What follows belongs to an exercise in optimizing a design on an open flow for small area, a short achievable clock period and few clock cycles per item; a production flow would make more cautious choices.
At most, simulation tests tie the RTL to the original design; equivalence was not proved.

Setup of P:
Design keyframe_tangent_unit, start of the top module:
module keyframe_tangent_unit
#(
   parameter int FRAC_BITS = 16
)
(
   input  wire logic        clock,
   input  wire logic        reset,
   input  wire logic        csr_wen,
   input  wire logic [1:0]  csr_wdata,    
   input  wire logic        req_tvalid,
   output logic             req_tready,
   input  wire logic [63:0] req_tdata,    
   input  wire logic        req_tlast,
   output logic             rsp_tvalid,
   input  wire logic        rsp_tready,
   output logic [63:0]      rsp_tdata,    
   output logic [9:0]       rsp_tuser,    
   output logic             rsp_tlast
);
==> flow/config.mk <==
export PLATFORM = sky130hd
export DESIGN_NAME = keyframe_tangent_unit
export DESIGN_NICKNAME = keyframe_tangent_unit
export VERILOG_FILES = /design/flow/design.v
export SDC_FILE = /design/flow/constraint.sdc
export NUM_CORES = 4
export LEC_CHECK = 0
export CAP_MARGIN = 20
export CORE_MARGIN = 2
export CORE_UTILIZATION = 40
export PLACE_DENSITY = 0.6
export SLEW_MARGIN = 20
==> flow/constraint.sdc <==
create_clock -name core_clock -period 11.0 [get_ports {clock}]
set_input_delay 2.2000 -clock core_clock [delete_from_list [all_inputs] [get_ports {clock}]]
set_output_delay 2.2000 -clock core_clock [all_outputs]
set_load 0.01 [all_outputs]
standard.sh (not shown) runs the stock make flow with config.mk's settings and CLKGATE_MAP_FILE= SYNTH_SCRIPT=/design/flow/synth_recipe.tcl, a recipe that flattens the netlist after the stock synthesis.
==> flow/flow/run.sh <==
#!/bin/bash
# Standard layout, with repair_timing aiming below the design's period.
set -o pipefail
export SETUP_SLACK_MARGIN=6
bash standard.sh > standard.log 2>&1
[inputs] Q vs P
--- a/flow/design.v
+++ b/flow/design.v
@@ -194,13 +194,13 @@
       .digit(digit),
       .rem_step(rem_step), .quo_step(quo_step), .rem_skip(rem_skip), .quo_skip(quo_skip)
    );
    logic        hasn_eff, ready, wr_ok, is_lin, is_const, need_tin, smooth_full, smooth_ok;
    logic [1:0]  m;
    logic        first_move, plan_go, plan_tin, plan_lin, plan_sm, plan_simple;
-   logic        zero_res, adv, adv_r, adv_p;
+   logic        zero_res, adv, adv_r;
    logic        do_skip, ovf_now, div_last, rc1, rc2, dysmall;
    logic [31:0] nq;
    logic        fix_neg, fin;
    logic        den_load, stall;
    logic [33:0] den3;
    kft_add #(.W(34)) u_den3 (.a({2'b00, den_ff}), .b({1'b0, den_ff, 1'b0}), .cin(1'b0), .sum(den3));
@@ -221,15 +221,14 @@
       plan_lin = plan_go && !need_tin && is_lin && hasn_eff;
       plan_sm = plan_go && !need_tin && smooth_full;
       plan_simple = plan_go && !need_tin && !(is_lin && hasn_eff) && !smooth_full;
       zero_res = ((state_ff == S_M2) && !sok_ff) || ((state_ff == S_M3) && dz_ff) ||
                  ((state_ff == S_M4) && zsm_ff);
       adv = plan_simple || plan_lin || zero_res || ((state_ff == S_M4) && !zsm_ff);
-      adv_p = (state_ff == S_PLAN) && ready && !need_tin && !smooth_full;
-      adv_r = (adv_p && !ov_ff) || zero_res || ((state_ff == S_M4) && !zsm_ff) ||
-              !hasn_ff || first_move;
+      adv_r = ((state_ff == S_PLAN) && ready && !ov_ff && !need_tin && !smooth_full) ||
+              zero_res || ((state_ff == S_M4) && !zsm_ff);
       xf = (xsel_ff == SEL_KP) ? kt_ff : nt_ff;
       xs = (xsel_ff == SEL_NK) ? kt_ff : pt_ff;
       yf = (ysel_ff == SEL_KP) ? kv_ff : nv_ff;
       ys = (ysel_ff == SEL_NK) ? kv_ff : pv_ff;
       smooth_ok = !zx1_ff && !zy1_ff && !xzero && !yzero && ((sx1_ff ^ sy1_ff) == (xneg ^ yneg));
       do_skip8 = can_skip8 && (cnt_ff >= 6'd10);
@@ -472,13 +471,13 @@
          state_ff <= S_PLAN;
          xsel_ff <= SEL_NK;
          ysel_ff <= SEL_NK;
       end
    end
    always_comb begin
-      req_tready = adv_r || (adv_p && rsp_tready);
+      req_tready = !hasn_ff || adv_r || first_move;
       rsp_tvalid = ov_ff;
       rsp_tdata = {odhi_ff, odlo_ff};
       rsp_tlast = olast_ff;
       unique case (omode_ff)
          kft_pkg::MODE_LINEAR: rsp_tuser = {4'd2, 4'd2, 1'b1, 1'b0};
          kft_pkg::MODE_CONST:  rsp_tuser = {4'd3, 4'd3, 1'b1, 1'b1};
Notes after the runs:
Q vs. P: fraction of area in multi-input gates fell by 0.86 points; number of H-tree levels stayed essentially flat; worst-skew pair later-pin latency stayed essentially flat; area after synthesis fell by about 1.2%.
Routed wire length on Q is ahead of P.
On final cell count, P and Q are basically level.
Re worst slew margin relative to its limit: P and Q aren't equal, and the lower value belongs to P.
For the core utilization, Q came in 0.82 points higher than P did.
Kind of critical path = reg2reg: Q; kind of critical path = in2out: P
Compared with P, the detailed router inserted fewer vias in Q.
On final instance area, P and Q are neck and neck.
Q: data required time at the worst endpoint is 2550 ps higher than what P reported.
Testbench counts of Q, summed over its fixed seeds: cycles 54,347, items 8,035.
For P, only the layout was checked, not whether the RTL still works.

---

Another version of the RTL of keyframe_tangent_unit (not shown whole).
Size: ~3600 cells after synthesis, ~480 flip-flops, ~150 I/O pins, roughly 34000 um2 of cells after synthesis.
==> flow/config.mk <==
export PLATFORM = sky130hd
export DESIGN_NAME = keyframe_tangent_unit
export DESIGN_NICKNAME = keyframe_tangent_unit
export VERILOG_FILES = /design/flow/design.v
export SDC_FILE = /design/flow/constraint.sdc
export NUM_CORES = 4
export LEC_CHECK = 0
export CAP_MARGIN = 20
export CORE_MARGIN = 2
export CORE_UTILIZATION = 40
export PLACE_DENSITY = 0.6
export SLEW_MARGIN = 20
==> flow/constraint.sdc <==
create_clock -name core_clock -period 11.0 [get_ports {clock}]
set_input_delay 2.2000 -clock core_clock [delete_from_list [all_inputs] [get_ports {clock}]]
set_output_delay 2.2000 -clock core_clock [all_outputs]
set_load 0.01 [all_outputs]
==> flow/flow/run.sh <==
#!/bin/bash
# Standard layout, with repair_timing aiming below the design's period.
set -o pipefail
export SETUP_SLACK_MARGIN=6.3
export BUFFER_PORTS_ARGS="-buffer_cell sky130_fd_sc_hd__buf_2"
bash standard.sh > standard.log 2>&1
Next try:
--- a/flow/design.v
+++ b/flow/design.v
@@ -255,19 +255,19 @@
       xf = (xsel_ff == SEL_KP) ? kt_ff : nt_ff;
       xs = (xsel_ff == SEL_NK) ? kt_ff : pt_ff;
       yf = (ysel_ff == SEL_KP) ? kv_ff : nv_ff;
       ys = (ysel_ff == SEL_NK) ? kv_ff : pv_ff;
       smooth_ok = !zx1_ff && !zy1_ff && !xzero && !yzero && ((sx1_ff ^ sy1_ff) == (xneg ^ yneg));
       do_skipb = can_skipb && (cnt_ff >= 6'd16);
       do_skip = do_skipb || (can_skip && (cnt_ff >= 6'd6));
       stall = !do_skip && !den3ok_ff;
       ovf_now = first_ff && digit[1] && !do_skip && !stall;
-      div_last = ovf_ff || (!do_skip && !stall && (cnt_ff == 6'd2));
+      div_last = ovf_ff || ((cnt_ff == 6'd2) && den3ok_ff);
       if (dz_ff) begin
          tq = 32'd0;
       end else if (ovf_ff) begin
          tq = neg_ff ? 32'h8000_0000 : kft_pkg::TAN_INF;
       end else if (state_ff == S_OUT) begin
          tq = neg_ff ? aq_ff : q_ff;
       end else if (neg_ff) begin
          tq = (digit == 2'd0) ? {aq_ff[29:0], 2'b00} : {~q_ff[29:0], 2'd0 - digit};
       end else begin
Area after synthesis came out higher by 0.85%.
Cell area is about the same.
Final cell count fell by 0.58%.
First-iteration DRC count is lower by 13%.
Setup slack improves by 0.12 ns.
Die area came out higher by 0.83%.
Sequential share of layout area hardly moves.
Worst hold slack improved by 0.0049 ns.
Routed wire length came out lower by 0.55%.
Clock skew is higher by 0.022 ns.
Fmax goes up by 2.6%.
Register-to-register slack gains 0.14 ns.
Testbench counts after the change, summed over its fixed seeds: cycles 42,897, items 8,035.
Only the layout flow was run in the first run of this note; the RTL was not checked for function there.

---

Another version of the RTL of keyframe_tangent_unit (not shown whole).
For scale: about 400 flip-flops, ~150 I/O pins, ~30,000 sq um of cells after synthesis.
Settings: LEC_CHECK=0, CAP_MARGIN=20, CORE_MARGIN=2, CORE_UTILIZATION=40, PLACE_DENSITY=0.6, SLEW_MARGIN=20; clock period 11.0 ns.
==> flow/flow/run.sh <==
#!/bin/bash
# Standard layout, with repair_timing aiming below the design's period.
set -o pipefail
export SETUP_SLACK_MARGIN=6
bash standard.sh > standard.log 2>&1
The starting point went through all stages and came out clean.
==> next run, changes <==
--- a/flow/design.v
+++ b/flow/design.v
@@ -172,12 +172,13 @@
    kind_type    kind_ff;
    logic [1:0]  xsel_ff, ysel_ff;
    logic [31:0] rem_ff, den_ff;
    logic [5:0]  cnt_ff;
    logic        neg_ff, first_ff, ovf_ff, dz_ff, tin0_ff;
    logic        sok_ff, al4_ff, zsm_ff;
+   logic        psok_ff, pok_ff;                   
    logic        hiseg_ff;                          
    logic [31:0] odhi_ff, odlo_ff;
    logic        ov_ff, olast_ff;
    logic [1:0]  omode_ff;
    logic [31:0] xf, xs, yf, ys, xmag, ymag;
    logic        xneg, xzero, yneg, yzero;
@@ -194,13 +195,13 @@
       .digit(digit),
       .rem_step(rem_step), .quo_step(quo_step), .rem_skip(rem_skip), .quo_skip(quo_skip)
    );
    logic        hasn_eff, ready, wr_ok, is_lin, is_const, need_tin, smooth_full, smooth_ok;
    logic [1:0]  m;
    logic        first_move, plan_go, plan_tin, plan_lin, plan_sm, plan_simple;
-   logic        zero_res, adv, adv_r, adv_p;
+   logic        zero_res, adv, adv_r;
    logic        do_skip, ovf_now, div_last, rc1, rc2, dysmall;
    logic [31:0] nq;
    logic        fix_neg, fin;
    logic        den_load, stall;
    logic [33:0] den3;
    kft_add #(.W(34)) u_den3 (.a({2'b00, den_ff}), .b({1'b0, den_ff, 1'b0}), .cin(1'b0), .sum(den3));
@@ -211,25 +212,24 @@
       ready = hask_ff && (hasn_eff || klast_ff);
       wr_ok = !ov_ff || rsp_tready;
       m = hasn_eff ? nmode_ff : kmode_ff;
       is_lin = (m == kft_pkg::MODE_LINEAR);
       is_const = (m == kft_pkg::MODE_CONST);
       need_tin = is_lin && hasp_ff && !hiseg_ff;
-      smooth_full = !is_lin && !is_const && hasp_ff && hasn_eff;
+      smooth_full = !is_lin && !is_const && hasp_ff && hasn_eff && !(pok_ff && !psok_ff);
       first_move = (state_ff == S_PLAN) && !hask_ff && hasn_ff;
       plan_go = (state_ff == S_PLAN) && ready && wr_ok;
       plan_tin = plan_go && need_tin;
       plan_lin = plan_go && !need_tin && is_lin && hasn_eff;
       plan_sm = plan_go && !need_tin && smooth_full;
       plan_simple = plan_go && !need_tin && !(is_lin && hasn_eff) && !smooth_full;
       zero_res = ((state_ff == S_M2) && !sok_ff) || ((state_ff == S_M3) && dz_ff) ||
                  ((state_ff == S_M4) && zsm_ff);
       adv = plan_simple || plan_lin || zero_res || ((state_ff == S_M4) && !zsm_ff);
-      adv_p = (state_ff == S_PLAN) && ready && !need_tin && !smooth_full;
-      adv_r = (adv_p && !ov_ff) || zero_res || ((state_ff == S_M4) && !zsm_ff) ||
-              !hasn_ff || first_move;
+      adv_r = ((state_ff == S_PLAN) && ready && !ov_ff && !need_tin && !smooth_full) ||
+              zero_res || ((state_ff == S_M4) && !zsm_ff);
       xf = (xsel_ff == SEL_KP) ? kt_ff : nt_ff;
       xs = (xsel_ff == SEL_NK) ? kt_ff : pt_ff;
       yf = (ysel_ff == SEL_KP) ? kv_ff : nv_ff;
       ys = (ysel_ff == SEL_NK) ? kv_ff : pv_ff;
       smooth_ok = !zx1_ff && !zy1_ff && !xzero && !yzero && ((sx1_ff ^ sy1_ff) == (xneg ^ yneg));
       do_skipb = can_skipb && (cnt_ff >= 6'd16);
@@ -274,12 +274,14 @@
          ov_ff <= 1'b0;
       end
       xsel_ff <= SEL_NK;
       ysel_ff <= SEL_NK;
       den3_ff <= den3;
       den3ok_ff <= !den_load;
+      psok_ff <= smooth_ok;
+      pok_ff <= ((state_ff == S_DIV) || (state_ff == S_FIX)) && hask_ff && hasp_ff && hasn_eff;
       if (plan_go && !need_tin && hasn_eff) begin
          sx1_ff <= xneg;  sy1_ff <= yneg;
          zx1_ff <= xzero; zy1_ff <= yzero;
       end
       if (plan_simple || zero_res) begin
          ov_ff <= 1'b1;
@@ -472,13 +474,13 @@
          state_ff <= S_PLAN;
          xsel_ff <= SEL_NK;
          ysel_ff <= SEL_NK;
       end
    end
    always_comb begin
-      req_tready = adv_r || (adv_p && rsp_tready);
+      req_tready = !hasn_ff || adv_r || first_move;
       rsp_tvalid = ov_ff;
       rsp_tdata = {odhi_ff, odlo_ff};
       rsp_tlast = olast_ff;
       unique case (omode_ff)
          kft_pkg::MODE_LINEAR: rsp_tuser = {4'd2, 4'd2, 1'b1, 1'b0};
          kft_pkg::MODE_CONST:  rsp_tuser = {4'd3, 4'd3, 1'b1, 1'b1};
=>
- fmax climbs by 9.0%
- setup slack gains 0.44 ns
- utilization goes up by 0.16 points
- wire length is higher by 6.3%
- final cell count rises by 0.75%
- register-to-register slack is better by 0.12 ns
- flip-flop and latch count went up by 2
- hold slack got worse by 0.016 ns
- clock-buffer cell count goes down by 4
- design area hardly moves
Testbench counts after the change, summed over its fixed seeds: cycles 52,702, items 8,035.
Function not checked in the first run of this note: the RTL went through the layout flow alone.

-- port drivers added, routing unchanged --
The flow's constraints put no driver on any port. The routed layouts listed below were extracted and timed again, unchanged, in two steps.
Step 1 sets driving cells, clkbuf_16 on the clock port and buf_2 on the other inputs (assumed; they add their load-dependent delay and slew).
Step 2 also shifts input and output timing later by t, the mid clock arrival at the registers, as if the neighbouring blocks saw the same clock.
Three values: ideal, step 1, step 2; two values: the first two.
run | shift t [ns] | setup WS [ns] | worst setup path at the end | worst data-port slew with drivers (ns) | pins driven straight from the clock port
P | 0.661 | 5.709 / 5.669 / 5.562 | input to register | 0.06 | 1
Q | 0.665 | 6.035 / 6.035 / 5.628 | input to register | 0.10 | 1
the first run of note 2 | 0.693 | 6.254 / 6.184 / 6.262 | input to register | 0.06 | 1
the second run of note 2 | 0.691 | 6.374 / 6.306 / 5.817 | input to register | 0.04 | 1
the first run of note 3 | 0.655 | 5.708 / 5.661 / 5.661 | input to output | 0.05 | 1
the second run of note 3 | 0.671 | 6.147 / 6.117 / 5.534 | input to register | 0.07 | 1
After both steps setup and hold are still met in every run listed. The setup slack of the second run of note 3, which loses most, moves by -0.030 ns with the drivers and by -0.613 ns with both steps.
